Background: an optimization exercise with open tools, aiming at small area. Do not read the settings as production practice.
Function was checked by simulation only, so behaviour that the tests miss may differ from the original.
No activity file was given, so power comes from the tool's default toggle rates. No driver is modelled on the clock port, so clocking that relies on it looks cheaper here than on a real chip.

**design/flow/run.sh**
```bash
#!/bin/bash
# synth_recipe.tcl (not shown) runs the flow's synth.tcl, then flattens the netlist and writes it again
# the make line also repeats each setting of config.mk as NAME=value (left out here)
make -C /OpenROAD-flow-scripts/flow DESIGN_CONFIG=/design/flow/config.mk WORK_HOME=/design/flow/orfs CLKGATE_MAP_FILE= SYNTH_SCRIPT=/design/flow/synth_recipe.tcl finish
```
**design/flow/config.mk**
```make
export PLATFORM = sky130hd
export DESIGN_NAME = uart_dbg_top
export DESIGN_NICKNAME = uart_dbg_top
export VERILOG_FILES = /design/flow/design.v
export SDC_FILE = /design/flow/constraint.sdc
export NUM_CORES = 4
export LEC_CHECK = 0
export CAP_MARGIN = 20
export CORE_MARGIN = 2
export CORE_UTILIZATION = 50
export PLACE_DENSITY = 0.6
export SLEW_MARGIN = 20
```
**design/flow/constraint.sdc**
```tcl
create_clock -name core_clock -period 8.0 [get_ports {clk}]
set_input_delay 1.6000 -clock core_clock [delete_from_list [all_inputs] [get_ports {clk}]]
set_output_delay 1.6000 -clock core_clock [all_outputs]
set_load 0.01 [all_outputs]
```
**design/flow/design.v**
```verilog
`default_nettype none
module uart_dbg_top (
  input  logic        clk,
  input  logic        rst_n_i,
  input  logic        uart_rx_i,
  output logic        uart_tx_o,
  output logic        exec_valid_o,
  output logic [63:0] exec_entry_o,
  input  logic        eoc_valid_i,
  input  logic [31:0] eoc_code_i,
  output logic        parity_err_o
);
  localparam logic [3:0] ST_IDLE = 4'd0;
  localparam logic [3:0] ST_FRD  = 4'd1;
  localparam logic [3:0] ST_FWR  = 4'd2;
  localparam logic [3:0] ST_FEX  = 4'd3;
  localparam logic [3:0] ST_ACKR = 4'd4;
  localparam logic [3:0] ST_ACKW = 4'd5;
  localparam logic [3:0] ST_ACK  = 4'd6;
  localparam logic [3:0] ST_RD   = 4'd7;
  localparam logic [3:0] ST_WR   = 4'd8;
  localparam logic [3:0] ST_EOT  = 4'd9;
  localparam logic [3:0] ST_EOC  = 4'd10;
  localparam logic [3:0] ST_CODE = 4'd11;
  localparam logic [1:0] K_DATA = 2'd0;
  localparam logic [1:0] K_ACK  = 2'd1;
  localparam logic [1:0] K_EOT  = 2'd2;
  localparam logic [1:0] K_EOC  = 2'd3;
  logic [7:0] ph;
  logic       bnd;
  always_ff @(posedge clk or negedge rst_n_i) begin
    if (!rst_n_i) ph <= '0;
    else          ph <= ph + 1'b1;
  end
  assign bnd = &ph[3:0];
  logic [2047:0] ring;
  logic [7:0]    wbuf;
  logic          we0;
  logic          we1;
  logic [7:0]    head;
  assign head = ring[2047:2040];
  always_ff @(posedge clk) begin
    ring <= {ring[2039:1024], we1 ? wbuf : ring[1023:1016],
             ring[1015:0],    we0 ? wbuf : head};
  end
  logic       rx_s;
  logic [7:0] rc;       
  logic       r_idle;
  logic       r_smp;
  logic       r_last;
  logic       r_shift;
  logic       r_ev;
  logic       good;
  logic       par_q;    
  logic [7:0] sh;       
  always_ff @(posedge clk) rx_s <= uart_rx_i;
  assign r_idle  = (rc == 8'd0);
  assign r_smp   = (rc[3:0] == 4'd8);
  assign r_last  = rc[7] & rc[4];           
  assign r_shift = r_smp & ~r_last;         
  assign r_ev    = r_smp & r_last;
  always_ff @(posedge clk or negedge rst_n_i) begin
    if (!rst_n_i)                         rc <= '0;
    else if ((r_idle & rx_s) | (rc[7] & rc[5])) rc <= '0;
    else                                  rc <= rc + 1'b1;
  end
  assign good         = r_ev & ~(par_q ^ rx_s);
  assign parity_err_o = r_ev &  (par_q ^ rx_s);
  logic [3:0] tb;       
  logic [1:0] tk;
  logic       t_idle;
  logic       t_acc;
  logic [1:0] t_kind;
  logic       t_data;
  logic       t_shift;
  logic       cbit;
  assign t_idle  = (tb == 4'd0);
  assign t_data  = (tb >= 4'd3) && (tb <= 4'd10);
  assign t_shift = bnd & t_data & (tk == K_DATA);
  always_ff @(posedge clk or negedge rst_n_i) begin
    if (!rst_n_i)                tb <= '0;
    else if (t_acc)              tb <= 4'd1;
    else if (bnd && !t_idle)     tb <= (tb == 4'd12) ? 4'd0 : tb + 1'b1;
  end
  always_ff @(posedge clk) begin
    if (t_acc) tk <= t_kind;
  end
  assign cbit = (tb == 4'd5) | ((tk == K_ACK) & (tb == 4'd4)) | ((tk == K_EOC) & (tb == 4'd7));
  always_comb begin
    if (tb == 4'd2)       uart_tx_o = 1'b0;
    else if (t_data)      uart_tx_o = (tk == K_DATA) ? sh[0] : cbit;
    else if (tb == 4'd11) uart_tx_o = (tk == K_DATA) ? par_q : (tk == K_EOT);
    else                  uart_tx_o = 1'b1;
  end
  logic [3:0]  st;
  logic [3:0]  bc;
  logic [55:0] fld;      
  logic        ep;       
  logic        wp;       
  logic        in_fld;
  logic        len_z;
  logic        m_lo;
  logic        m0;
  logic        m1;
  logic        s_head;
  logic        s_code;
  logic        step;
  assign in_fld = (st == ST_FRD) || (st == ST_FWR) || (st == ST_FEX);
  assign len_z  = (fld[55:40] == 16'd0);
  assign m_lo   = (fld[6:0] == ph[6:0]);
  assign m0     = m_lo & (fld[7] == ph[7]);
  assign m1     = m_lo & (fld[7] != ph[7]);
  assign s_head = (st == ST_RD) && !len_z && t_idle && m0;
  assign s_code = (st == ST_CODE) && t_idle;
  assign we0    = (st == ST_WR) && !len_z && wp && m0;
  assign we1    = (st == ST_WR) && !len_z && wp && m1;
  assign step   = s_head | we0 | we1;
  always_comb begin
    t_acc  = 1'b0;
    t_kind = K_DATA;
    case (st)
      ST_ACKR, ST_ACKW, ST_ACK: begin t_acc = t_idle; t_kind = K_ACK; end
      ST_RD:   t_acc = s_head;
      ST_EOT:  begin t_acc = t_idle; t_kind = K_EOT; end
      ST_EOC:  begin t_acc = t_idle; t_kind = K_EOC; end
      ST_CODE: t_acc = s_code;
      default: ;
    endcase
  end
  assign exec_valid_o = (st == ST_FEX) && good && (bc == 4'd7);
  assign exec_entry_o = {sh, fld};
  always_ff @(posedge clk or negedge rst_n_i) begin
    if (!rst_n_i) begin
      st <= ST_IDLE;
      ep <= 1'b0;
      wp <= 1'b0;
    end else begin
      if (eoc_valid_i)                  ep <= 1'b1;
      else if (st == ST_EOC && t_idle)  ep <= 1'b0;
      if (st == ST_WR && good)          wp <= 1'b1;
      else if (we0 | we1)               wp <= 1'b0;
      case (st)
        ST_IDLE: begin
          if (good) begin
            case (sh)
              8'h06: st <= ST_ACK;
              8'h11: st <= ST_FRD;
              8'h12: st <= ST_FWR;
              8'h13: st <= ST_FEX;
              default: ;
            endcase
          end else if (ep) begin
            st <= ST_EOC;
          end
        end
        ST_FRD:  if (good && bc == 4'd15) st <= ST_ACKR;
        ST_FWR:  if (good && bc == 4'd15) st <= ST_ACKW;
        ST_FEX:  if (good && bc == 4'd7)  st <= ST_ACK;
        ST_ACKR: if (t_idle) st <= ST_RD;
        ST_ACKW: if (t_idle) st <= ST_WR;
        ST_ACK:  if (t_idle) st <= ST_IDLE;
        ST_RD, ST_WR: if (len_z) st <= ST_EOT;
        ST_EOT:  if (t_idle) st <= ST_IDLE;
        ST_EOC:  if (t_idle) st <= ST_CODE;
        ST_CODE: if (t_idle && bc == 4'd3) st <= ST_IDLE;
        default: st <= ST_IDLE;
      endcase
    end
  end
  always_ff @(posedge clk) begin
    if (st == ST_IDLE || st == ST_EOC) bc <= '0;
    else if ((in_fld && good) || s_code) bc <= bc + 1'b1;
  end
  always_ff @(posedge clk) begin
    if (eoc_valid_i) begin
      fld[39:8] <= eoc_code_i;
    end else if ((in_fld && good && bc <= 4'd9) || s_code) begin
      fld[39:8] <= fld[47:16];
    end
    if ((in_fld && good && bc <= 4'd9) || s_code) begin
      fld[55:40] <= {sh, fld[55:48]};
    end else if (step) begin
      fld[55:40] <= fld[55:40] - 1'b1;
    end
    if (in_fld && good && bc <= 4'd6) begin
      fld[7:0] <= fld[15:8];
    end else if (step) begin
      fld[7:0] <= fld[7:0] + 1'b1;
    end
  end
  always_ff @(posedge clk) begin
    if (st == ST_WR && good) wbuf <= sh;
  end
  always_ff @(posedge clk) begin
    if (s_head)                sh <= head;
    else if (s_code)           sh <= fld[15:8];
    else if (r_shift | t_shift) sh <= {rx_s, sh[7:1]};
  end
  always_ff @(posedge clk) begin
    if ((r_idle & ~rx_s) | (t_acc & (t_kind == K_DATA))) par_q <= 1'b0;
    else if (r_shift)                                   par_q <= par_q ^ rx_s;
    else if (t_shift)                                   par_q <= par_q ^ sh[0];
  end
endmodule
`default_nettype wire
```
==> impl_metrics.json, run 1 <==
{
  "min-delay-path-class": "flop to flop",
  "post_synth_num_cell_types": 61,
  "placed_cells": 3905,
  "power.static_leakage_nw": 22.3,
  "cts_max_path_buffers": 3,
  "placement.cell_area_mm2": 0.0494,
  "synthAdderAreaFrac": 0.00347,
  "top_cell_type_s_share_of_synthesized_area": 0.878,
  "largest_vdd_supply_drop_mv": 0.225,
  "globalRouteTotalUtil": 0.127,
  "synth-edff-count": 74,
  "cts.root.buffer_cell": "sky130_fd_sc_hd__clkbuf_16",
  "synthesis.area_per_instance_um2": 18.3,
  "timing.final.max_slew_violations": 0,
  "via_to_cell_ratio": 4.14,
  "ys_async_sr_fraction": 0.0121,
  "critical_path.startpoint_type": "flop",
  "syn-num-nets": 2613,
  "yosys.cell_count.top_type": "sky130_fd_sc_hd__dfxtp_1",
  "finalClockSkew_ps": 32.8,
  "mappedNetlistArea_mm2": 0.0469,
  "antenna_found_initial": 2,
  "layout-area-overhead-vs-synth_pct": 20.1,
  "clk_pin_slew_ps": 60,
  "port-buffer-count": 102,
  "cts.repair_timing.setup_buffer_count": 0,
  "clock_sink_count": 2154,
  "worst_setup_path_startpoint": "rc[0]$_DFF_PN0_",
  "final_nets": 2889,
  "critPathCaptureType": "output pin",
  "post-dp-hpwl_um": 31500,
  "highest_clock_frequency_the_design_can_meet_ghz": 0.215,
  "antenna_cells_inserted": 0,
  "number_of_global_route_vias_before_repair": 18100,
  "worstPathMaxFanout": 5,
  "fp.dieArea_mm2": 0.0962,
  "wire_length_of_the_first_global_routing_pass_um": 96200,
  "path_class": "flop to output pin",
  "setup-violations-final": 0,
  "critical_path_arrival_ps": 3060,
  "final_layout_fill_cell_count": 6866,
  "power.density_mw_per_mm2": 372,
  "syn-instance-count": 2564,
  "setup_slack_of_the_most_critical_reg_to_reg_path_ps": 4550,
  "max_slew_margin": 0.404,
  "maxCapViolations": 0,
  "core.rowCount": 112,
  "post-synth-top-area-cell": "sky130_fd_sc_hd__dfxtp_1",
  "post_synth_most_frequent_cells": "sky130_fd_sc_hd__dfxtp_1 (2054), sky130_fd_sc_hd__edfxtp_1 (74), sky130_fd_sc_hd__mux2_2 (63)",
  "regToRegEndpoint": "fld[41]$_DFFE_PP_",
  "finish.cell_count_without_fillers": 4255,
  "fin_area_mm2": 0.0563,
  "grt.overflow.total": 0,
  "rsz_0062_raised_after_global_routing": "false",
  "clock_insertion_delay_worst_skew_ps": 760,
  "rr_worst_depth": 6,
  "i_o_pin_total": 103,
  "final.period_utilization": 0.582,
  "ctsResizeCount": 0,
  "detail_route.iter0.violations": 883,
  "multi_input_logic_area_mm2": 0.00271,
  "dominant_combinational_cell_family_by_area_after_synthesis": "simple AND/OR/NAND/NOR gates",
  "synth_xor_area_frac": 0.00841,
  "hold_viol_final": 0,
  "ctsHtreeMaxLevel": 4,
  "whs_path_depth": 0,
  "drc": 0,
  "avgRoutedWirePerCell_um": 13.9,
  "tritoncts": "yes",
  "synth_top_flop_cell": "sky130_fd_sc_hd__dfxtp_1",
  "post_synth_and_or_nand_nor_area_fraction": 0.0181,
  "dieWidth_um": 310,
  "tightestPinTransition_ps": 891,
  "worstHoldStart": "ring[389]$_DFF_P_",
  "regArea_mm2": 0.0440,
  "cts_inserted_buffers": 187,
  "period_needed_ps": 4660,
  "outcome": "no timing/DRC/antenna violations",
  "drt-total-wl_um": 59300,
  "cp-endpoint": "exec_valid_o",
  "die_height_um": 310,
  "synth.area.mux_share": 0.0160,
  "detailedRoute.firstPassIterationCount": 4,
  "synth-compound-area-share": 0.0119,
  "ys_top_cells_by_area": "sky130_fd_sc_hd__dfxtp_1 (88%), sky130_fd_sc_hd__edfxtp_1 (4.7%), sky130_fd_sc_hd__mux2_2 (1.5%), sky130_fd_sc_hd__dfrtp_1 (1.4%), sky130_fd_sc_hd__xor2_1 (0.43%)",
  "synth-seq-area-share": 0.939,
  "reg2reg_from": "tb[0]$_DFFE_PN0P_",
  "required_ps": 6400,
  "timing.setup.tns_ps": 0,
  "post_route_cells_drive_above_1_share": 0.135,
  "synth-seq-cells": 2154,
  "vias": 17600,
  "core_area_mm2": 0.0930,
  "ctsHoldBuffers": 0,
  "initial_utilization": 0.504,
  "drt.antenna.violating_nets": 0,
  "maximum_number_of_pins_on_one_net_before_global_route_repair": 37,
  "yosysWarningCount": 1,
  "gp_routability_congestion": 0.784
}
-- critical path, cell delays in order, from the launching register on --
cell and delay [ps]:
sky130_fd_sc_hd__dfrtp_1 430, sky130_fd_sc_hd__inv_1 80, sky130_fd_sc_hd__ha_1 180, sky130_fd_sc_hd__and3b_1 260
sky130_fd_sc_hd__nand4_1 240, sky130_fd_sc_hd__nor4_1 490, sky130_fd_sc_hd__clkdlybuf4s50_1 640
-- registers in the layout, indices dropped and copies added (netlist names) --
name / cells
tb: 4
fld: 56
tk: 2
wbuf: 8
par_q: 1
ep: 1
wp: 1
ph: 8
bc: 4
rx_s: 1
rc: 8
st: 4
ring: 2048
sh: 8
-- kinds of logic (layout without fill, tap and decap cells) --
kind of cell | after synthesis | in the layout
buffers and inverters | 37 | 474
and+or+nand+nor | 162 | 162
adders and majority gates | 13 | 13
muxes | 67 | 67
AOI/OAI and AO/OA | 86 | 86
DFF | 2154 | 2154
xor gates and xnor gates | 45 | 45
-- placed cells by master (no fill, tap or decap), types with 25 or more instances in the layout --
master	synthesis	routed
sky130_fd_sc_hd__clkinv_2	0	39
sky130_fd_sc_hd__bufinv_16	0	25
sky130_fd_sc_hd__nand3_1	26	26
sky130_fd_sc_hd__mux2_2	63	63
sky130_fd_sc_hd__edfxtp_1	74	74
sky130_fd_sc_hd__clkdlybuf4s50_1	0	102
sky130_fd_sc_hd__nand2_1	25	25
sky130_fd_sc_hd__dfrtp_1	26	26
sky130_fd_sc_hd__clkbuf_16	0	191
sky130_fd_sc_hd__clkbuf_8	0	43
sky130_fd_sc_hd__dfxtp_1	2054	2054
sky130_fd_sc_hd__nor2_1	43	43
sky130_fd_sc_hd__clkbuf_1	11	27
sky130_fd_sc_hd__a21oi_1	26	26
-- how the worst min path moves through the flow --
stage,to
finish,ring[397]$_DFF_P_
global route,ring[1295]$_DFF_P_
CTS,ring[397]$_DFF_P_
detailed placement,ring[1106]$_DFF_P_
global placement,ring[400]$_DFF_P_
floorplan,ring[1000]$_DFF_P_
-- through the flow --
step	setup slack, ps	power, mW	hold WS, ps	util
2_1_floorplan	4550	11.5	310	-
3_3_place_gp	3960	11.7	310	0.531
3_5_place_dp	3970	11.7	312	0.531
4_1_cts	3110	21.2	305	0.605
5_1_grt	3100	21.7	312	0.605
6_report	3340	21.0	305	0.605
-- final cells by class --
cell class / instances / share of cell area
timing repair buffer: 107 / 0.0188
tap: 1254 / 0.0279
sequential: 2154 / 0.782
inverter: 17 / 0.00113
clock buffer: 261 / 0.0973
multi-input combinational: 373 / 0.0482
clock inverter: 89 / 0.0247
-- per-layer routing --
metal  global-route usage  share of wire  routed length (µm)  vias up
li1                     -              -                   -     8800
met1                0.178           0.50               29900     8398
met2                0.182           0.42               25100      280
met3               0.0360          0.043                2540      130
met4               0.0574          0.029                1700        0
met5                    0              0                   0        -
-- report_power, final --
part	internal (mW)	total, mW	switching, mW
clock network	5.65	9.47	3.82
logic	0.231	0.495	0.264
registers	10.9	11.0	0.126
total	16.7	21.0	4.21
==> run 2, diff against run 1 <==
==> design/flow/flow/run.sh (new file) <==
#!/bin/bash
cp standard.sh standard_sh_copy.log
cp config.mk config_mk_copy.log
export CTS_ARGS="-sink_clustering_enable -repair_clock_nets -dont_use_dummy_load -buf_list sky130_fd_sc_hd__clkbuf_16 -sink_clustering_size 40 -sink_clustering_max_diameter 40"
export BUFFER_PORTS_ARGS="-buffer_cell sky130_fd_sc_hd__buf_1"
bash standard.sh > standard_flow.log 2>&1
==> design/flow/standard.sh (new file) <==
#!/bin/bash
# synth_recipe.tcl (not shown) runs the flow's synth.tcl, then flattens the netlist and writes it again
# the make line also repeats each setting of config.mk as NAME=value (left out here)
make -C /OpenROAD-flow-scripts/flow DESIGN_CONFIG=/design/flow/config.mk WORK_HOME=/design/flow/orfs CLKGATE_MAP_FILE= SYNTH_SCRIPT=/design/flow/synth_recipe.tcl "${@:-finish}"
--- a/design/flow/config.mk
+++ b/design/flow/config.mk
@@ -9,4 +9,4 @@
 export CORE_MARGIN = 2
-export CORE_UTILIZATION = 50
-export PLACE_DENSITY = 0.6
+export CORE_UTILIZATION = 85
+export PLACE_DENSITY = 0.9
 export SLEW_MARGIN = 20
removed: design/flow/run.sh
==> impl_metrics.json, run 2 <==
{
  "outcome": "aborted with a tool error",
  "failing_step": "detailed placement",
  "firstError": "Error: detail_place.tcl, 38 bad optional access",
  "mappedNetlistArea_mm2": 0.0469,
  "synth_top_flop_cell": "sky130_fd_sc_hd__dfxtp_1",
  "post-synth-top-area-cell": "sky130_fd_sc_hd__dfxtp_1",
  "syn-num-nets": 2613,
  "synth-edff-count": 74,
  "i_o_pin_total": 103,
  "ys_async_sr_fraction": 0.0121,
  "initial_utilization": 0.856,
  "die_height_um": 239,
  "synth-seq-cells": 2154,
  "syn-instance-count": 2564,
  "top_cell_type_s_share_of_synthesized_area": 0.878,
  "yosysWarningCount": 1,
  "dieWidth_um": 239,
  "synthesis.area_per_instance_um2": 18.3,
  "synth-seq-area-share": 0.939,
  "gp_routability_congestion": 0.821,
  "core.rowCount": 86,
  "yosys.cell_count.top_type": "sky130_fd_sc_hd__dfxtp_1",
  "ys_top_cells_by_area": "sky130_fd_sc_hd__dfxtp_1 (88%), sky130_fd_sc_hd__edfxtp_1 (4.7%), sky130_fd_sc_hd__mux2_2 (1.5%), sky130_fd_sc_hd__dfrtp_1 (1.4%), sky130_fd_sc_hd__xor2_1 (0.43%)",
  "port-buffer-count": 102,
  "post_synth_most_frequent_cells": "sky130_fd_sc_hd__dfxtp_1 (2054), sky130_fd_sc_hd__edfxtp_1 (74), sky130_fd_sc_hd__mux2_2 (63)",
  "post_synth_num_cell_types": 61
}
-- run 2: worst max-delay path by stage --
stage / from / to / cells after the start
2_1_floorplan: eoc_valid_i / fld[10]$_DFFE_PP_ / 3
3_3_place_gp: eoc_valid_i / fld[12]$_DFFE_PP_ / 3
-- run 2: cell families after synthesis --
| family | synth area share |
|---|---|
| DFF | 0.939 |
| and+or+nand+nor | 0.0181 |
| AOI/OAI and AO/OA | 0.0119 |
| muxes | 0.0160 |
| xor gates and xnor gates | 0.00841 |
| buffers and inverters | 0.00326 |
| adders and majority gates | 0.00347 |
-- run 2: per-stage QoR --
step	power (mW)	setup WS (ps)	cell area (µm²)	std cells	hold slack [ps]
after floorplan	11.5	4550	46900	2564	310
after global placement	11.7	4560	48100	3353	310
-- run 2: power by group through the flow --
| stage | clock, mW | combinational, mW | sequential [mW] |
|---|---|---|---|
| floorplan | 0 | 0.355 | 11.2 |
| global placement | 0 | 0.452 | 11.2 |
==> run 3, diff against run 2 <==
--- a/design/flow/config.mk
+++ b/design/flow/config.mk
@@ -9,4 +9,4 @@
 export CORE_MARGIN = 2
-export CORE_UTILIZATION = 85
-export PLACE_DENSITY = 0.9
+export CORE_UTILIZATION = 78
+export PLACE_DENSITY = 0.85
 export SLEW_MARGIN = 20
==> impl_metrics.json, run 3 <==
{
  "outcome": "aborted with a tool error",
  "ys_top_cells_by_area": "sky130_fd_sc_hd__dfxtp_1 (88%), sky130_fd_sc_hd__edfxtp_1 (4.7%), sky130_fd_sc_hd__mux2_2 (1.5%), sky130_fd_sc_hd__dfrtp_1 (1.4%), sky130_fd_sc_hd__xor2_1 (0.43%)",
  "ys_async_sr_fraction": 0.0121,
  "syn-instance-count": 2564,
  "placement.cell_area_mm2": 0.0481,
  "post-synth-top-area-cell": "sky130_fd_sc_hd__dfxtp_1",
  "gp_routability_congestion": 0.843,
  "yosys.cell_count.top_type": "sky130_fd_sc_hd__dfxtp_1",
  "cts_inserted_buffers": 142,
  "top_cell_type_s_share_of_synthesized_area": 0.878,
  "cts_max_path_buffers": 3,
  "clock_sink_count": 2154,
  "placed_cells": 3422,
  "syn-num-nets": 2613,
  "post-dp-hpwl_um": 47900,
  "die_height_um": 249,
  "cts.repair_timing.setup_buffer_count": 0,
  "synth-seq-area-share": 0.939,
  "yosysWarningCount": 1,
  "initial_utilization": 0.791,
  "preCtsSetupSlack_ps": 4270,
  "post_synth_num_cell_types": 61,
  "core.rowCount": 89,
  "synth_top_flop_cell": "sky130_fd_sc_hd__dfxtp_1",
  "firstError": "[ERROR DPL-0033] detailed placement checks failed during check placement.",
  "port-buffer-count": 102,
  "ctsHoldBuffers": 0,
  "mappedNetlistArea_mm2": 0.0469,
  "cts.root.buffer_cell": "sky130_fd_sc_hd__clkbuf_16",
  "ctsResizeCount": 0,
  "synthesis.area_per_instance_um2": 18.3,
  "i_o_pin_total": 103,
  "synth-edff-count": 74,
  "dieWidth_um": 249,
  "synth-seq-cells": 2154,
  "ctsHtreeMaxLevel": 4,
  "post_synth_most_frequent_cells": "sky130_fd_sc_hd__dfxtp_1 (2054), sky130_fd_sc_hd__edfxtp_1 (74), sky130_fd_sc_hd__mux2_2 (63)",
  "failing_step": "clock tree synthesis"
}
-- run 3: power by group through the flow --
| stage | Clock [mW] | Combinational [mW] | Sequential (mW) |
|---|---|---|---|
| floorplan | 0 | 0.355 | 11.2 |
| global placement | 0 | 0.430 | 11.2 |
| detailed placement | 0 | 0.457 | 11.2 |
-- run 3: cell families after synthesis --
family / Yosys count / synth area share
muxes: 67 / 0.0160
DFF: 2154 / 0.939
adders and majority gates: 13 / 0.00347
xor gates and xnor gates: 45 / 0.00841
AOI/OAI and AO/OA: 86 / 0.0119
and+or+nand+nor: 162 / 0.0181
buffers and inverters: 37 / 0.00326
-- run 3: how the worst max path moves through the flow --
stage                       from           endpoint  slack [ps]  cells after the start
3_3_place_gp   tb[0]$_DFFE_PN0P_  fld[46]$_DFFE_PP_        4600                      6
2_1_floorplan        eoc_valid_i  fld[10]$_DFFE_PP_        4550                      3
3_5_place_dp   tb[0]$_DFFE_PN0P_  fld[41]$_DFFE_PP_        4270                      6
==> run 4, diff against run 3 <==
--- a/design/flow/config.mk
+++ b/design/flow/config.mk
@@ -9,4 +9,4 @@
 export CORE_MARGIN = 2
-export CORE_UTILIZATION = 78
-export PLACE_DENSITY = 0.85
+export CORE_UTILIZATION = 70
+export PLACE_DENSITY = 0.8
 export SLEW_MARGIN = 20
==> impl_metrics.json, run 4 <==
{
  "outcome": "no timing/DRC/antenna violations",
  "final_nets": 2837,
  "via_to_cell_ratio": 4.95,
  "vias": 18100,
  "number_of_global_route_vias_before_repair": 20100,
  "number_of_flip_flops_in_the_largest_register": 2048,
  "post-synth-top-area-cell": "sky130_fd_sc_hd__dfxtp_1",
  "required_ps": 6400,
  "maximum_number_of_pins_on_one_net_before_global_route_repair": 37,
  "biggestRegsByFlops": "ring x2048, fld x56",
  "fin_area_mm2": 0.0517,
  "worstPathMaxFanout": 5,
  "mostFrequentLayoutCell": "sky130_fd_sc_hd__dfxtp_1",
  "syn-instance-count": 2564,
  "core_area_mm2": 0.0660,
  "ys_async_sr_fraction": 0.0121,
  "finalClockSkew_ps": 103,
  "drt.antenna.violating_nets": 0,
  "top_cell_type_s_share_of_synthesized_area": 0.878,
  "max_slew_margin": 0.330,
  "hold_viol_final": 0,
  "synthesis.area_per_instance_um2": 18.3,
  "ys_top_cells_by_area": "sky130_fd_sc_hd__dfxtp_1 (88%), sky130_fd_sc_hd__edfxtp_1 (4.7%), sky130_fd_sc_hd__mux2_2 (1.5%), sky130_fd_sc_hd__dfrtp_1 (1.4%), sky130_fd_sc_hd__xor2_1 (0.43%)",
  "clock_sink_count": 2154,
  "drc": 0,
  "max_flop_register": "ring",
  "setup-violations-final": 0,
  "critical_path.startpoint_type": "flop",
  "syn-num-nets": 2613,
  "worst_setup_path_startpoint": "bc[1]$_SDFFE_PP0P_",
  "power.density_mw_per_mm2": 343,
  "min-delay-path-class": "flop to flop",
  "timing.critical_path.slowest_stage_cell": "sky130_fd_sc_hd__nor4_1",
  "drt-total-wl_um": 80300,
  "initial_utilization": 0.710,
  "multi_input_logic_area_mm2": 0.00272,
  "critical_path_arrival_ps": 2650,
  "final.setup.worst_slack_ps": 3750,
  "regArea_mm2": 0.0440,
  "antenna_found_initial": 4,
  "timing.critical_path.max_delay_family": "simple AND/OR/NAND/NOR gates",
  "tritoncts": "yes",
  "critical-path-max-stage-delay_ps": 580,
  "yosys.cell_count.top_type": "sky130_fd_sc_hd__dfxtp_1",
  "placement.cell_area_mm2": 0.0483,
  "largest_vdd_supply_drop_mv": 0.235,
  "critPathCaptureType": "output pin",
  "ctsHtreeMaxLevel": 4,
  "cts_max_path_buffers": 3,
  "final.period_utilization": 0.531,
  "cts_inserted_buffers": 137,
  "placed_cells": 3513,
  "post-dp-hpwl_um": 39400,
  "final_cell_mix": "sky130_fd_sc_hd__dfxtp_1 (2054), sky130_fd_sc_hd__clkbuf_16 (137), sky130_fd_sc_hd__buf_1 (101)",
  "critPathBufInv": 1,
  "final_layout_fill_cell_count": 3101,
  "wire_length_of_the_first_global_routing_pass_um": 124000,
  "avgRoutedWirePerCell_um": 22.0,
  "clk_pin_slew_ps": 80,
  "die_height_um": 263,
  "preCtsSetupSlack_ps": 4380,
  "gp_routability_congestion": 0.819,
  "post_synth_num_cell_types": 61,
  "i_o_pin_total": 103,
  "detailedRoute.firstPassIterationCount": 5,
  "power.static_leakage_nw": 20.4,
  "crit_path_cell_trace": "ha_1, and3b_1, nand4_1, nor4_1, buf_1",
  "detail_route.iter0.violations": 1030,
  "mappedNetlistArea_mm2": 0.0469,
  "period_needed_ps": 4250,
  "core.rowCount": 94,
  "layout-area-overhead-vs-synth_pct": 10.3,
  "tightestPinTransition_ps": 1000,
  "fp.dieArea_mm2": 0.0690,
  "ctsHoldBuffers": 0,
  "globalRouteTotalUtil": 0.241,
  "maxCapViolations": 0,
  "timing.final.max_slew_violations": 0,
  "dieWidth_um": 263,
  "synth-seq-cells": 2154,
  "cts.repair_timing.setup_buffer_count": 0,
  "timing.setup.tns_ps": 0,
  "post_route_cells_drive_above_1_share": 0.0790,
  "clock_insertion_delay_worst_skew_ps": 730,
  "ctsResizeCount": 0,
  "rsz_0062_raised_after_global_routing": "false",
  "port-buffer-count": 102,
  "synth-seq-area-share": 0.939,
  "highest_clock_frequency_the_design_can_meet_ghz": 0.235,
  "synth-edff-count": 74,
  "post_synth_most_frequent_cells": "sky130_fd_sc_hd__dfxtp_1 (2054), sky130_fd_sc_hd__edfxtp_1 (74), sky130_fd_sc_hd__mux2_2 (63)",
  "grt.overflow.total": 0,
  "reg2reg_from": "fld[41]$_DFFE_PP_",
  "path_class": "flop to output pin",
  "synth_top_flop_cell": "sky130_fd_sc_hd__dfxtp_1",
  "finish.cell_count_without_fillers": 3651,
  "worstHoldStart": "ring[975]$_DFF_P_",
  "yosysWarningCount": 1,
  "layout.core_utilization": 0.783,
  "cts.root.buffer_cell": "sky130_fd_sc_hd__clkbuf_16"
}
run 4: path summary, 6_finish.rpt:
kind,depth (start not counted),endpoint,slack [ps]
setup / recovery,5,exec_valid_o,3750
hold / removal,0,ring[983]$_DFF_P_,240
setup reg to reg,7,sh[7]$_DFFE_PP_,4570
hold reg to reg,0,ring[983]$_DFF_P_,240
max in group asynchronous,1,rc[7]$_DFF_PN0_,6430
min in group asynchronous,1,st[3]$_DFFE_PN0P_,990
run 4: layer usage:
metal	vias up	GRT usage	part of all wire	routed length [µm]
li1	8538	-	-	-
met1	8865	0.298	0.40	31900
met2	490	0.426	0.53	42400
met3	171	0.0513	0.048	3890
met4	0	0.0772	0.026	2070
met5	-	0	0	0
run 4: cell type report:
type,count,area share
flip-flops and latches,2154,0.851
clock buffers,137,0.0663
multi-input cells,373,0.0526
well taps,864,0.0209
repair buffers,105,0.00787
inverters,17,0.00123
diodes,1,0.0000484
run 4: power breakdown:
| group | switching (mW) | internal [mW] |
|---|---|---|
| registers | 0.126 | 10.9 |
| logic | 0.282 | 0.189 |
| clock network | 3.27 | 3.04 |
run 4: cell families after synthesis:
kind of cell,synth area share
DFF,0.939
xor gates and xnor gates,0.00841
buffers and inverters,0.00326
adders and majority gates,0.00347
and+or+nand+nor,0.0181
AOI/OAI and AO/OA,0.0119
muxes,0.0160
run 4: per-stage QoR:
step | hold WS, ps | power, mW
detailed placement | 312 | 11.7
finish | 242 | 17.8
floorplan | 310 | 11.5
global route | 245 | 18.3
global placement | 311 | 11.7
CTS | 239 | 17.9
==> run 5, diff against run 4 <==
==> design/flow/flow/run.sh (replaced) <==
#!/bin/bash
cp standard.sh standard_sh_copy.log
cp config.mk config_mk_copy.log
export CTS_ARGS="-sink_clustering_enable -repair_clock_nets -dont_use_dummy_load -buf_list sky130_fd_sc_hd__clkbuf_16 -sink_clustering_size 33 -sink_clustering_max_diameter 60"
export BUFFER_PORTS_ARGS="-buffer_cell sky130_fd_sc_hd__buf_1"
bash standard.sh > standard_flow.log 2>&1
==> impl_metrics.json, run 5 <==
{
  "outcome": "no timing/DRC/antenna violations",
  "clock_sink_count": 2154,
  "p_total_mw": 16.2,
  "max_flop_register": "ring",
  "synthesis.area_per_instance_um2": 18.3,
  "ys_async_sr_fraction": 0.0121,
  "avgRoutedWirePerCell_um": 20.3,
  "post-dp-hpwl_um": 39400,
  "ctsResizeCount": 0,
  "drt.antenna.violating_nets": 0,
  "path_class": "flop to output pin",
  "hold_viol_final": 0,
  "highest_clock_frequency_the_design_can_meet_ghz": 0.240,
  "gp_routability_congestion": 0.819,
  "top_cell_type_s_share_of_synthesized_area": 0.878,
  "detailedRoute.firstPassIterationCount": 5,
  "setup-violations-final": 0,
  "required_ps": 6400,
  "drt-total-wl_um": 73100,
  "final_nets": 2781,
  "rsz_0062_raised_after_global_routing": "false",
  "dieWidth_um": 263,
  "largest_vdd_supply_drop_mv": 0.248,
  "critical_path.startpoint_type": "flop",
  "vias": 17300,
  "max_slew_margin": 0.369,
  "min-delay-path-class": "flop to flop",
  "synth-seq-cells": 2154,
  "core.rowCount": 94,
  "worstPathMaxFanout": 5,
  "preCtsSetupSlack_ps": 4380,
  "maxCapViolations": 0,
  "mostFrequentLayoutCell": "sky130_fd_sc_hd__dfxtp_1",
  "power.density_mw_per_mm2": 322,
  "grt.overflow.total": 0,
  "syn-num-nets": 2613,
  "placed_cells": 3513,
  "post_synth_num_cell_types": 61,
  "cts.repair_timing.setup_buffer_count": 0,
  "layout-area-overhead-vs-synth_pct": 7.33,
  "power.static_leakage_nw": 19.7,
  "timing.final.max_slew_violations": 0,
  "clk_pin_slew_ps": 120,
  "die_height_um": 263,
  "cts_max_path_buffers": 3,
  "final_layout_fill_cell_count": 3312,
  "via_to_cell_ratio": 4.80,
  "final.setup.worst_slack_ps": 3840,
  "i_o_pin_total": 103,
  "number_of_global_route_vias_before_repair": 18800,
  "ctsHoldBuffers": 0,
  "globalRouteTotalUtil": 0.217,
  "finish.cell_count_without_fillers": 3595,
  "finalClockSkew_ps": 112,
  "synth_top_flop_cell": "sky130_fd_sc_hd__dfxtp_1",
  "cts.root.buffer_cell": "sky130_fd_sc_hd__clkbuf_16",
  "number_of_flip_flops_in_the_largest_register": 2048,
  "detail_route.iter0.violations": 1185,
  "period_needed_ps": 4160,
  "core_area_mm2": 0.0660,
  "critical_path_arrival_ps": 2560,
  "final_cell_mix": "sky130_fd_sc_hd__dfxtp_1 (2054), sky130_fd_sc_hd__buf_1 (101), sky130_fd_sc_hd__clkbuf_16 (81)",
  "ys_top_cells_by_area": "sky130_fd_sc_hd__dfxtp_1 (88%), sky130_fd_sc_hd__edfxtp_1 (4.7%), sky130_fd_sc_hd__mux2_2 (1.5%), sky130_fd_sc_hd__dfrtp_1 (1.4%), sky130_fd_sc_hd__xor2_1 (0.43%)",
  "synth-edff-count": 74,
  "final.period_utilization": 0.521,
  "critPathCaptureType": "output pin",
  "timing.setup.tns_ps": 0,
  "post_route_cells_drive_above_1_share": 0.0601,
  "biggestRegsByFlops": "ring x2048, fld x56",
  "initial_utilization": 0.710,
  "maximum_number_of_pins_on_one_net_before_global_route_repair": 37,
  "synth-seq-area-share": 0.939,
  "wire_length_of_the_first_global_routing_pass_um": 114000,
  "tightestPinTransition_ps": 944,
  "antenna_found_initial": 3,
  "fp.dieArea_mm2": 0.0690,
  "post-synth-top-area-cell": "sky130_fd_sc_hd__dfxtp_1",
  "yosysWarningCount": 1,
  "port-buffer-count": 102,
  "yosys.cell_count.top_type": "sky130_fd_sc_hd__dfxtp_1",
  "ctsHtreeMaxLevel": 3,
  "post_synth_most_frequent_cells": "sky130_fd_sc_hd__dfxtp_1 (2054), sky130_fd_sc_hd__edfxtp_1 (74), sky130_fd_sc_hd__mux2_2 (63)",
  "clock_insertion_delay_worst_skew_ps": 660,
  "syn-instance-count": 2564,
  "mappedNetlistArea_mm2": 0.0469,
  "drc": 0,
  "tritoncts": "yes",
  "cts_inserted_buffers": 81
}
## run 5: changes by cell type in the layout (fill, tap and decap cells not counted), sizes merged
cell	before	now
clkbuf	138	82
## run 5: layout make-up
cell class,count,area [µm²],share of cell area
Antenna cell,1,2.50,0.0000498
Clock buffer,81,2030,0.0403
Inverter,17,63.8,0.00127
Multi-Input combinational cell,373,2720,0.0540
Sequential cell,2154,44000,0.875
Tap cell,864,1080,0.0215
Timing Repair Buffer,105,407,0.00809
## run 5: critical path, cell delays in order, from the launching register on
cell	delay [ps]
sky130_fd_sc_hd__dfrtp_1	430
sky130_fd_sc_hd__inv_1	70
sky130_fd_sc_hd__ha_1	170
sky130_fd_sc_hd__and3b_1	260
sky130_fd_sc_hd__nand4_1	240
sky130_fd_sc_hd__nor4_1	560
sky130_fd_sc_hd__buf_1	220
## run 5: cell families (layout without fill, tap and decap cells)
logic type               after synthesis  after routing  share of synthesized area
AND/OR/NAND/NOR                      162            162                     0.0181
XOR/XNOR                              45             45                    0.00841
adder cells (fa/ha/maj)               13             13                    0.00347
flip-flops                          2154           2154                      0.939
AO/OA/AOI/OAI                         86             86                     0.0119
multiplexers                          67             67                     0.0160
other                                  0              1                          0
buffers and inverters                 37            203                    0.00326
## run 5: where the power goes
group | leakage (nW) | total (mW) | switching (mW) | internal, mW
Sequential | 17.5 | 11.0 | 0.124 | 10.9
Clock | 0.998 | 4.77 | 2.93 | 1.84
Combinational | 1.14 | 0.469 | 0.280 | 0.189
## run 5: worst paths after layout
kind                                    from           endpoint  slack (ps)  cells past startpoint
setup / recovery             rc[1]$_DFF_PN0_       exec_valid_o        3840                      6
hold / removal             ring[192]$_DFF_P_  ring[200]$_DFF_P_         300                      0
setup reg to reg           fld[40]$_DFFE_PP_    sh[0]$_DFFE_PP_        4550                      7
hold reg to reg            ring[192]$_DFF_P_  ring[200]$_DFF_P_         300                      0
max in group asynchronous            rst_n_i    rc[0]$_DFF_PN0_        6340                      1
min in group asynchronous            rst_n_i  st[2]$_DFFE_PN0P_        1050                      1
## run 5: per-stage QoR
step | hold WS [ps] | cell area [µm²] | util
floorplan | 310 | 46900 | -
global placement | 311 | 48300 | 0.731
detailed placement | 312 | 48300 | 0.731
CTS | 292 | 50300 | 0.762
global route | 302 | 50300 | 0.762
finish | 298 | 50300 | 0.762
## run 5: metal layers
| metal | share of wire | track usage |
|---|---|---|
| met1 | 0.42 | 0.279 |
| met2 | 0.52 | 0.385 |
| met3 | 0.034 | 0.0350 |
| met4 | 0.026 | 0.0593 |
| met5 | 0 | 0 |
==> run 6, diff against run 5 <==
--- a/design/flow/design.v
+++ b/design/flow/design.v
@@ -46,6 +46,4 @@
   logic       rx_s;
-  logic [7:0] rc;       
-  logic       r_idle;
-  logic       r_smp;
-  logic       r_last;
+  logic [3:0] rb;       
+  logic       r_start;
   logic       r_shift;
@@ -56,11 +54,10 @@
   always_ff @(posedge clk) rx_s <= uart_rx_i;
-  assign r_idle  = (rc == 8'd0);
-  assign r_smp   = (rc[3:0] == 4'd8);
-  assign r_last  = rc[7] & rc[4];           
-  assign r_shift = r_smp & ~r_last;         
-  assign r_ev    = r_smp & r_last;
-  always_ff @(posedge clk or negedge rst_n_i) begin
-    if (!rst_n_i)                         rc <= '0;
-    else if ((r_idle & rx_s) | (rc[7] & rc[5])) rc <= '0;
-    else                                  rc <= rc + 1'b1;
+  assign r_start = (rb == 4'd0) & ~rx_s;
+  assign r_shift = bnd & (rb >= 4'd2) & (rb <= 4'd9);    
+  assign r_ev    = bnd & (rb == 4'd10);                   
+  always_ff @(posedge clk or negedge rst_n_i) begin
+    if (!rst_n_i)                  rb <= '0;
+    else if (r_start)              rb <= bnd ? 4'd2 : 4'd1;
+    else if (bnd && rb == 4'd11)   rb <= '0;
+    else if (bnd && rb != 4'd0)    rb <= rb + 1'b1;
   end
@@ -199,3 +196,3 @@
   always_ff @(posedge clk) begin
-    if ((r_idle & ~rx_s) | (t_acc & (t_kind == K_DATA))) par_q <= 1'b0;
+    if (r_start | (t_acc & (t_kind == K_DATA))) par_q <= 1'b0;
     else if (r_shift)                                   par_q <= par_q ^ rx_s;
==> impl_metrics.json, run 6 <==
{
  "timing.setup.tns_ps": 0,
  "highest_clock_frequency_the_design_can_meet_ghz": 0.224,
  "post_route_cells_drive_above_1_share": 0.0544,
  "min-delay-path-class": "flop to flop",
  "yosys.cell_count.top_type": "sky130_fd_sc_hd__dfxtp_1",
  "number_of_flip_flops_in_the_largest_register": 2048,
  "yosysWarningCount": 1,
  "initial_utilization": 0.708,
  "required_ps": 6400,
  "synthesis.area_per_instance_um2": 18.2,
  "globalRouteTotalUtil": 0.213,
  "rsz_0062_raised_after_global_routing": "false",
  "core_area_mm2": 0.0659,
  "top_cell_type_s_share_of_synthesized_area": 0.881,
  "placed_cells": 3504,
  "ctsResizeCount": 0,
  "ctsHtreeMaxLevel": 3,
  "ctsHoldBuffers": 0,
  "largest_vdd_supply_drop_mv": 0.220,
  "via_to_cell_ratio": 4.72,
  "maxCapViolations": 0,
  "clock_sink_count": 2150,
  "dieWidth_um": 262,
  "power.density_mw_per_mm2": 312,
  "port-buffer-count": 102,
  "ys_async_sr_fraction": 0.0102,
  "biggestRegsByFlops": "ring x2048, fld x56",
  "regArea_mm2": 0.0439,
  "regToRegEndpoint": "fld[37]$_DFFE_PP_",
  "antenna_found_initial": 4,
  "reg2reg_from": "tb[0]$_DFFE_PN0P_",
  "clock_insertion_delay_worst_skew_ps": 650,
  "placement.cell_area_mm2": 0.0480,
  "clk_pin_slew_ps": 110,
  "final.period_utilization": 0.558,
  "final_nets": 2773,
  "worstPathMaxFanout": 15,
  "number_of_global_route_vias_before_repair": 18300,
  "fin_area_mm2": 0.0500,
  "detail_route.iter0.violations": 1020,
  "gp_routability_congestion": 0.802,
  "cts_inserted_buffers": 80,
  "core.rowCount": 94,
  "grt.overflow.total": 0,
  "finish.cell_count_without_fillers": 3584,
  "critical_path.startpoint_type": "flop",
  "synth-edff-count": 74,
  "setup-violations-final": 0,
  "hold_end": "ring[1127]$_DFF_P_",
  "synth-seq-cells": 2150,
  "ys_top_cells_by_area": "sky130_fd_sc_hd__dfxtp_1 (88%), sky130_fd_sc_hd__edfxtp_1 (4.8%), sky130_fd_sc_hd__dfrtp_1 (1.2%), sky130_fd_sc_hd__mux2_2 (1.1%), sky130_fd_sc_hd__xnor2_1 (0.43%)",
  "mappedNetlistArea_mm2": 0.0467,
  "avgRoutedWirePerCell_um": 19.8,
  "cts_max_path_buffers": 3,
  "outcome": "no timing/DRC/antenna violations",
  "i_o_pin_total": 103,
  "period_needed_ps": 4460,
  "finalClockSkew_ps": 90.0,
  "vias": 16900,
  "syn-instance-count": 2557,
  "max_slew_margin": 0.360,
  "cts.root.buffer_cell": "sky130_fd_sc_hd__clkbuf_16",
  "wire_length_of_the_first_global_routing_pass_um": 109000,
  "post-synth-top-area-cell": "sky130_fd_sc_hd__dfxtp_1",
  "detailedRoute.firstPassIterationCount": 5,
  "final_cell_mix": "sky130_fd_sc_hd__dfxtp_1 (2054), sky130_fd_sc_hd__buf_1 (101), sky130_fd_sc_hd__clkbuf_16 (80)",
  "whs_path_depth": 0,
  "power.static_leakage_nw": 19.7,
  "timing.final.max_slew_violations": 0,
  "cts.repair_timing.setup_buffer_count": 0,
  "antenna_cells_inserted": 0,
  "die_height_um": 262,
  "hold_viol_final": 0,
  "setup_slack_of_the_most_critical_reg_to_reg_path_ps": 4110,
  "synth-seq-area-share": 0.941,
  "maximum_number_of_pins_on_one_net_before_global_route_repair": 37,
  "multi_input_logic_area_mm2": 0.00259,
  "fp.dieArea_mm2": 0.0687,
  "drt.antenna.violating_nets": 0,
  "mostFrequentLayoutCell": "sky130_fd_sc_hd__dfxtp_1",
  "path_class": "flop to output pin",
  "critical_path_arrival_ps": 2860,
  "tightestPinTransition_ps": 960,
  "layout-area-overhead-vs-synth_pct": 7.28,
  "final_layout_fill_cell_count": 3422,
  "syn-num-nets": 2608,
  "max_flop_register": "ring",
  "drc": 0,
  "tritoncts": "yes",
  "post_synth_num_cell_types": 62,
  "worstHoldStart": "ring[1119]$_DFF_P_",
  "drt-total-wl_um": 70800,
  "critPathCaptureType": "output pin",
  "synth_top_flop_cell": "sky130_fd_sc_hd__dfxtp_1",
  "post-dp-hpwl_um": 37000,
  "post_synth_most_frequent_cells": "sky130_fd_sc_hd__dfxtp_1 (2054), sky130_fd_sc_hd__edfxtp_1 (74), sky130_fd_sc_hd__nor2_1 (53)",
  "rr_worst_depth": 10
}
-- run 6: cell types whose count changed in the layout (fill, tap and decap cells not counted), moves of 4 or more --
cell / before / now
sky130_fd_sc_hd__mux2_2: 63 / 47
sky130_fd_sc_hd__nand3_1: 26 / 13
sky130_fd_sc_hd__nor2_1: 43 / 53
sky130_fd_sc_hd__a21oi_1: 26 / 35
sky130_fd_sc_hd__nand2_1: 25 / 33
sky130_fd_sc_hd__mux2i_1: 4 / 10
sky130_fd_sc_hd__dfrtp_1: 26 / 22
sky130_fd_sc_hd__xor2_1: 23 / 19
-- run 6: final cells by class --
| class | instances | share of cell area |
|---|---|---|
| flip-flops and latches | 2150 | 0.877 |
| multi-input cells | 368 | 0.0518 |
| clock buffers | 80 | 0.0400 |
| well taps | 864 | 0.0216 |
| repair buffers | 108 | 0.00857 |
| inverters | 14 | 0.00105 |
-- run 6: cells by family after synthesis --
family / synth area share
simple gates: 0.0179
fa+ha+maj: 0.00402
xor+xnor: 0.00789
flops: 0.941
mux: 0.0135
compound gates: 0.0122
buf+inv: 0.00365
-- run 6: worst max path at each step --
stage                        end            start  slack (ps)  cells past startpoint
6_report            exec_valid_o  ph[0]$_DFF_PN0_        3540                      6
5_1_grt             exec_valid_o  ph[0]$_DFF_PN0_        3360                      6
4_1_cts             exec_valid_o  ph[0]$_DFF_PN0_        3490                      6
3_5_place_dp        exec_valid_o  ph[0]$_DFF_PN0_        4120                      6
3_3_place_gp        exec_valid_o  ph[0]$_DFF_PN0_        4170                      6
2_1_floorplan  fld[10]$_DFFE_PP_      eoc_valid_i        4560                      3
-- run 6: routing by layer --
layer  wire length, µm  GRT usage  vias to the layer above
met1             30700      0.272                     8152
met5                10          0                        -
li1                  -          -                     8364
met2             35900      0.374                      293
met3              2570     0.0391                      104
met4              1660     0.0582                        2
-- run 6: critical path: stages (launching register included) --
cell	delay [ps]
sky130_fd_sc_hd__dfrtp_1	410
sky130_fd_sc_hd__ha_1	230
sky130_fd_sc_hd__and3_1	580
sky130_fd_sc_hd__and3_1	380
sky130_fd_sc_hd__nand2_1	110
sky130_fd_sc_hd__nor4_1	390
sky130_fd_sc_hd__buf_1	200
-- run 6: per-stage QoR --
| step | power (mW) | hold slack, ps | worst slack, ps | util |
|---|---|---|---|---|
| after floorplan | 11.1 | 310 | 4560 | - |
| after global placement | 11.1 | 310 | 4170 | 0.730 |
| after detailed placement | 11.1 | 312 | 4120 | 0.730 |
| after CTS | 15.7 | 273 | 3490 | 0.760 |
| after global routing | 16.0 | 277 | 3360 | 0.760 |
| final | 15.6 | 275 | 3540 | 0.760 |
-- run 6: report_power, final --
part	leakage (nW)	internal [mW]	total, mW	switching [mW]
Sequential	17.5	10.8	10.8	0.0220
Clock	0.986	1.82	4.74	2.92
Combinational	1.22	0.0409	0.0974	0.0565
==> run 7, diff against run 6 <==
--- a/design/flow/design.v
+++ b/design/flow/design.v
@@ -65,5 +65,7 @@
   assign parity_err_o = r_ev &  (par_q ^ rx_s);
-  logic [3:0] tb;       
+  logic [1:0] ts;       
   logic [1:0] tk;
+  logic [3:0] tbit;
   logic       t_idle;
+  logic       t_send;
   logic       t_acc;
@@ -73,9 +75,12 @@
   logic       cbit;
-  assign t_idle  = (tb == 4'd0);
-  assign t_data  = (tb >= 4'd3) && (tb <= 4'd10);
+  assign tbit    = ph[7:4];
+  assign t_idle  = (ts == 2'd0);
+  assign t_send  = ts[1];
+  assign t_data  = t_send && (tbit >= 4'd1) && (tbit <= 4'd8);
   assign t_shift = bnd & t_data & (tk == K_DATA);
   always_ff @(posedge clk or negedge rst_n_i) begin
-    if (!rst_n_i)                tb <= '0;
-    else if (t_acc)              tb <= 4'd1;
-    else if (bnd && !t_idle)     tb <= (tb == 4'd12) ? 4'd0 : tb + 1'b1;
+    if (!rst_n_i)                            ts <= 2'd0;
+    else if (t_acc)                          ts <= 2'd1;
+    else if (ts == 2'd1 && ph == 8'hff)      ts <= 2'd2;
+    else if (t_send && bnd && tbit == 4'd10) ts <= 2'd0;
   end
@@ -84,7 +89,8 @@
   end
-  assign cbit = (tb == 4'd5) | ((tk == K_ACK) & (tb == 4'd4)) | ((tk == K_EOC) & (tb == 4'd7));
+  assign cbit = (tbit == 4'd3) | ((tk == K_ACK) & (tbit == 4'd2)) | ((tk == K_EOC) & (tbit == 4'd5));
   always_comb begin
-    if (tb == 4'd2)       uart_tx_o = 1'b0;
+    if (!t_send)          uart_tx_o = 1'b1;
+    else if (tbit == 4'd0) uart_tx_o = 1'b0;
     else if (t_data)      uart_tx_o = (tk == K_DATA) ? sh[0] : cbit;
-    else if (tb == 4'd11) uart_tx_o = (tk == K_DATA) ? par_q : (tk == K_EOT);
+    else if (tbit == 4'd9) uart_tx_o = (tk == K_DATA) ? par_q : (tk == K_EOT);
     else                  uart_tx_o = 1'b1;
==> design/flow/flow/run.sh (replaced) <==
#!/bin/bash
# The standard layout with three changes:
#  - synthesis maps logic with flow/abc_map.script (area oriented)
#  - CTS without dummy loads, clkbuf_16 leaves in clusters of up to 33
#  - port buffers use the smallest buffer cell
set -euo pipefail
here=$(pwd)
cp standard.sh standard_sh_copy.log
sed "s#SYNTH_SCRIPT=[^ ]*#SYNTH_SCRIPT=$here/flow/synth_area.tcl#" standard.sh > standard_area.sh
export FLOW_ABC_SCRIPT=$here/flow/abc_map.script
export CTS_ARGS="-sink_clustering_enable -repair_clock_nets -dont_use_dummy_load -buf_list sky130_fd_sc_hd__clkbuf_16 -sink_clustering_size 28 -sink_clustering_max_diameter 60"
export BUFFER_PORTS_ARGS="-buffer_cell sky130_fd_sc_hd__buf_1"
bash standard_area.sh > standard_flow.log 2>&1
==> design/flow/flow/abc_map.script (new file) <==
strash
&get -n
&fraig -x
&put
scorr
dc2
strash
&get -n
&dch -f
&nf -p -R 1000
&put
==> design/flow/flow/synth_area.tcl (new file) <==
proc synth {args} { yosys synth -nofsm -noshare {*}$args }
# Same as the standard flow's synthesis script, except that ABC maps the combinational
# logic with an area-oriented script; flip-flops are mapped before ABC runs
# and keep their cells and names.
proc abc {args} {
  set i [lsearch -exact $args -script]
  if {$i >= 0} { set args [lreplace $args $i [expr {$i + 1}]] }
  yosys abc -script $::env(FLOW_ABC_SCRIPT) {*}$args
}
source $::env(SCRIPTS_DIR)/synth.tcl
# left out here: clear keep_hierarchy, flatten, clean up, hide names made inside functions, write 1_2_yosys.v
==> impl_metrics.json, run 7 <==
{
  "setup-violations-final": 0,
  "multi_input_logic_area_mm2": 0.00237,
  "max_slew_margin": 0.366,
  "post-dp-hpwl_um": 39400,
  "syn-num-nets": 2553,
  "dieWidth_um": 261,
  "final_cell_mix": "sky130_fd_sc_hd__dfxtp_1 (2054), sky130_fd_sc_hd__buf_1 (101), sky130_fd_sc_hd__clkbuf_16 (90)",
  "final_nets": 2751,
  "tritoncts": "yes",
  "share_comb_of_total_power": 0.008,
  "synth_top_flop_cell": "sky130_fd_sc_hd__dfxtp_1",
  "post_synth_most_frequent_cells": "sky130_fd_sc_hd__dfxtp_1 (2054), sky130_fd_sc_hd__edfxtp_1 (74), sky130_fd_sc_hd__nor2_1 (55)",
  "max_flop_register": "ring",
  "required_ps": 8160,
  "synth-edff-count": 74,
  "cts.root.buffer_cell": "sky130_fd_sc_hd__clkbuf_16",
  "rsz_0062_raised_after_global_routing": "false",
  "detail_route.iter0.violations": 1124,
  "power.static_leakage_nw": 19.6,
  "synth_xor_area_frac": 0.00492,
  "setup_slack_of_the_most_critical_reg_to_reg_path_ps": 3300,
  "detailedRoute.firstPassIterationCount": 5,
  "p_int_mw": 12.8,
  "cts_max_path_buffers": 3,
  "power_frac_seq": 0.675,
  "hold_viol_final": 0,
  "clock_sink_count": 2148,
  "gp_routability_congestion": 0.845,
  "biggestRegsByFlops": "ring x2048, fld x56",
  "vias": 17300,
  "synthesis.area_per_instance_um2": 18.5,
  "clk_pin_slew_ps": 70,
  "ys_top_cells_by_area": "sky130_fd_sc_hd__dfxtp_1 (89%), sky130_fd_sc_hd__edfxtp_1 (4.8%), sky130_fd_sc_hd__mux2_1 (1.2%), sky130_fd_sc_hd__dfrtp_1 (1.1%), sky130_fd_sc_hd__nor2_1 (0.45%)",
  "die_height_um": 261,
  "clock_insertion_delay_worst_skew_ps": 650,
  "synth-compound-area-share": 0.0110,
  "grt.overflow.total": 0,
  "critPathCaptureType": "flop",
  "avgRoutedWirePerCell_um": 22.0,
  "via_to_cell_ratio": 4.84,
  "yosysWarningCount": 1,
  "top_cell_type_s_share_of_synthesized_area": 0.889,
  "power.density_mw_per_mm2": 320,
  "drt.antenna.violating_nets": 0,
  "finish.cell_count_without_fillers": 3566,
  "regArea_mm2": 0.0438,
  "antenna_cells_inserted": 0,
  "fp.dieArea_mm2": 0.0681,
  "clock_power_share": 0.317,
  "initial_utilization": 0.705,
  "wire_length_of_the_first_global_routing_pass_um": 120000,
  "synthAdderAreaFrac": 0.00298,
  "post_synth_num_cell_types": 47,
  "largest_vdd_supply_drop_mv": 0.242,
  "critical-path-max-stage-delay_ps": 640,
  "final_layout_fill_cell_count": 3315,
  "timing.critical_path.slowest_stage_cell": "sky130_fd_sc_hd__nor3b_1",
  "ctsHoldBuffers": 0,
  "worstPathMaxFanout": 19,
  "i_o_pin_total": 103,
  "timing.final.max_slew_violations": 0,
  "cts.repair_timing.setup_buffer_count": 0,
  "mostFrequentLayoutCell": "sky130_fd_sc_hd__dfxtp_1",
  "drt-total-wl_um": 78500,
  "number_of_flip_flops_in_the_largest_register": 2048,
  "tightestPinTransition_ps": 951,
  "final.period_utilization": 0.588,
  "core_area_mm2": 0.0656,
  "core.rowCount": 94,
  "ys_async_sr_fraction": 0.00931,
  "antenna_found_initial": 0,
  "finalClockSkew_ps": 88.4,
  "post_synth_and_or_nand_nor_area_fraction": 0.0179,
  "dominant_combinational_cell_family_by_area_after_synthesis": "simple AND/OR/NAND/NOR gates",
  "synth.area.mux_share": 0.0141,
  "synth-seq-cells": 2148,
  "highest_clock_frequency_the_design_can_meet_ghz": 0.213,
  "maxCapViolations": 0,
  "power.net_switching_mw": 3.15,
  "critPathBufInv": 1,
  "sw_frac_of_total": 0.197,
  "min-delay-path-class": "flop to flop",
  "critical_path.startpoint_type": "flop",
  "period_needed_ps": 4700,
  "ctsHtreeMaxLevel": 3,
  "timing.critical_path.max_delay_family": "simple AND/OR/NAND/NOR gates",
  "placed_cells": 3476,
  "globalRouteTotalUtil": 0.239,
  "ctsResizeCount": 0,
  "path_class": "flop to flop",
  "critical_path_arrival_ps": 4860,
  "number_of_global_route_vias_before_repair": 19100,
  "drc": 0,
  "syn-instance-count": 2506,
  "post_route_cells_drive_above_1_share": 0.0363,
  "outcome": "no timing/DRC/antenna violations",
  "synth-seq-area-share": 0.948,
  "layout-area-overhead-vs-synth_pct": 8.13,
  "yosys.cell_count.top_type": "sky130_fd_sc_hd__dfxtp_1",
  "port-buffer-count": 102,
  "crit_path_cell_trace": "clkinv_1, ha_1, nand2b_1, or3_1, nor2_1, or4b_1, or3_1, nor4_1, nor3b_1, nor3_2, nor2_1, nand2_1",
  "timing.setup.tns_ps": 0,
  "maximum_number_of_pins_on_one_net_before_global_route_repair": 37,
  "cts_inserted_buffers": 90,
  "post-synth-top-area-cell": "sky130_fd_sc_hd__dfxtp_1",
  "mappedNetlistArea_mm2": 0.0462
}
## run 7: changes by cell type after synthesis, moves of 8 or more
cell                       before  now
sky130_fd_sc_hd__clkbuf_1      14    0
sky130_fd_sc_hd__a21oi_1       35   20
sky130_fd_sc_hd__clkinv_1       0   11
sky130_fd_sc_hd__xnor2_1       23   13
sky130_fd_sc_hd__o21ai_0       18   32
sky130_fd_sc_hd__or3_1          0    8
sky130_fd_sc_hd__mux2_2        47    0
sky130_fd_sc_hd__inv_1         14    0
sky130_fd_sc_hd__mux2_1         0   50
## run 7: worst register-to-register path, stage by stage, from the launching register on
cell and delay, ps:
sky130_fd_sc_hd__edfxtp_1 460, sky130_fd_sc_hd__clkinv_1 110, sky130_fd_sc_hd__ha_1 160, sky130_fd_sc_hd__nand2b_1 100, sky130_fd_sc_hd__or3_1 390, sky130_fd_sc_hd__nor2_1 220
sky130_fd_sc_hd__or4b_1 500, sky130_fd_sc_hd__or3_1 380, sky130_fd_sc_hd__nor4_1 350, sky130_fd_sc_hd__nor3b_1 640, sky130_fd_sc_hd__nor3_2 310, sky130_fd_sc_hd__nor2_1 190
sky130_fd_sc_hd__nand2_1 450
## run 7: cell families after synthesis
kind of cell	after synthesis
flops	2148
simple gates	166
compound gates	85
mux	59
xor+xnor	26
buf+inv	11
fa+ha+maj	11
## run 7: area by class of cell
cell class / instances / area share
inverters: 11 / 0.000826
multi-input cells: 347 / 0.0473
clock buffers: 90 / 0.0450
well taps: 864 / 0.0216
flip-flops and latches: 2148 / 0.877
repair buffers: 106 / 0.00828
## run 7: worst paths after layout
check | endpoint | cells after the start | startpoint
setup / recovery | fld[40]$_DFFE_PP_ | 12 | fld[41]$_DFFE_PP_
hold / removal | ring[1113]$_DFF_P_ | 0 | ring[1105]$_DFF_P_
setup reg to reg | fld[40]$_DFFE_PP_ | 12 | fld[41]$_DFFE_PP_
hold reg to reg | ring[1113]$_DFF_P_ | 0 | ring[1105]$_DFF_P_
max in group asynchronous | st[0]$_DFFE_PN0P_ | 2 | rst_n_i
min in group asynchronous | rb[0]$_DFFE_PN0P_ | 2 | rst_n_i
## run 7: power groups by stage
stage          Sequential [mW]  Clock, mW  Combinational (mW)
6_report                  10.8       5.07               0.127
5_1_grt                   10.8       5.48               0.140
4_1_cts                   10.8       5.15               0.127
3_5_place_dp              11.0          0               0.117
3_3_place_gp              11.0          0               0.115
2_1_floorplan             11.0          0              0.0640
## run 7: per-layer routing
| layer | up-vias | track usage | wire length (µm) |
|---|---|---|---|
| met5 | - | 0 | 0 |
| met4 | 0 | 0.0586 | 1660 |
| met3 | 126 | 0.0388 | 3010 |
| met2 | 389 | 0.439 | 42100 |
| met1 | 8444 | 0.295 | 31700 |
| li1 | 8298 | - | - |
## run 7: through the flow
stage	setup slack (ps)	utilization	hold slack (ps)	total power, mW	area [µm²]
after floorplan	3480	-	310	11.1	46200
after global placement	3600	0.727	310	11.2	47700
after detailed placement	3530	0.727	312	11.2	47700
after CTS	3360	0.762	284	16.1	50000
after global routing	3050	0.762	288	16.4	50000
final	3300	0.762	292	16.0	50000

static timing again, ports no longer ideal:
No port has a modelled driver above. Below, the same layouts with a new extraction and two added sets of constraints.
Step 1 sets driving cells, clkbuf_16 on the clock port and buf_2 on the other inputs (assumed; they add their load-dependent delay and slew).
Step 2 times the ports against the registers' clock, not the clock port: input delays grow and output delays shrink by t, the midpoint of the rising clock arrivals with the driver on.
Three values: ideal, step 1, step 2; two values: the first two.
| run | t, ns | setup slack, ns | worst setup path at the end | worst slew at a driven data input, ns | cell pins on the clock port's net |
|---|---|---|---|---|---|
| run 1 | 0.798 | 3.345 / 3.287 / 4.085 | register to output | 0.05 | 1 |
| run 4 | 0.746 | 3.750 / 3.682 / 4.429 | register to output | 0.05 | 1 |
| run 5 | 0.675 | 3.835 / 3.771 / 4.446 | register to output | 0.05 | 1 |
| run 6 | 0.686 | 3.537 / 3.468 / 4.115 | register to register | 0.07 | 1 |
| run 7 | 0.683 | 3.297 / 3.297 / 3.297 | register to register | 0.05 | 1 |
After both steps setup and hold are still met in every run listed.
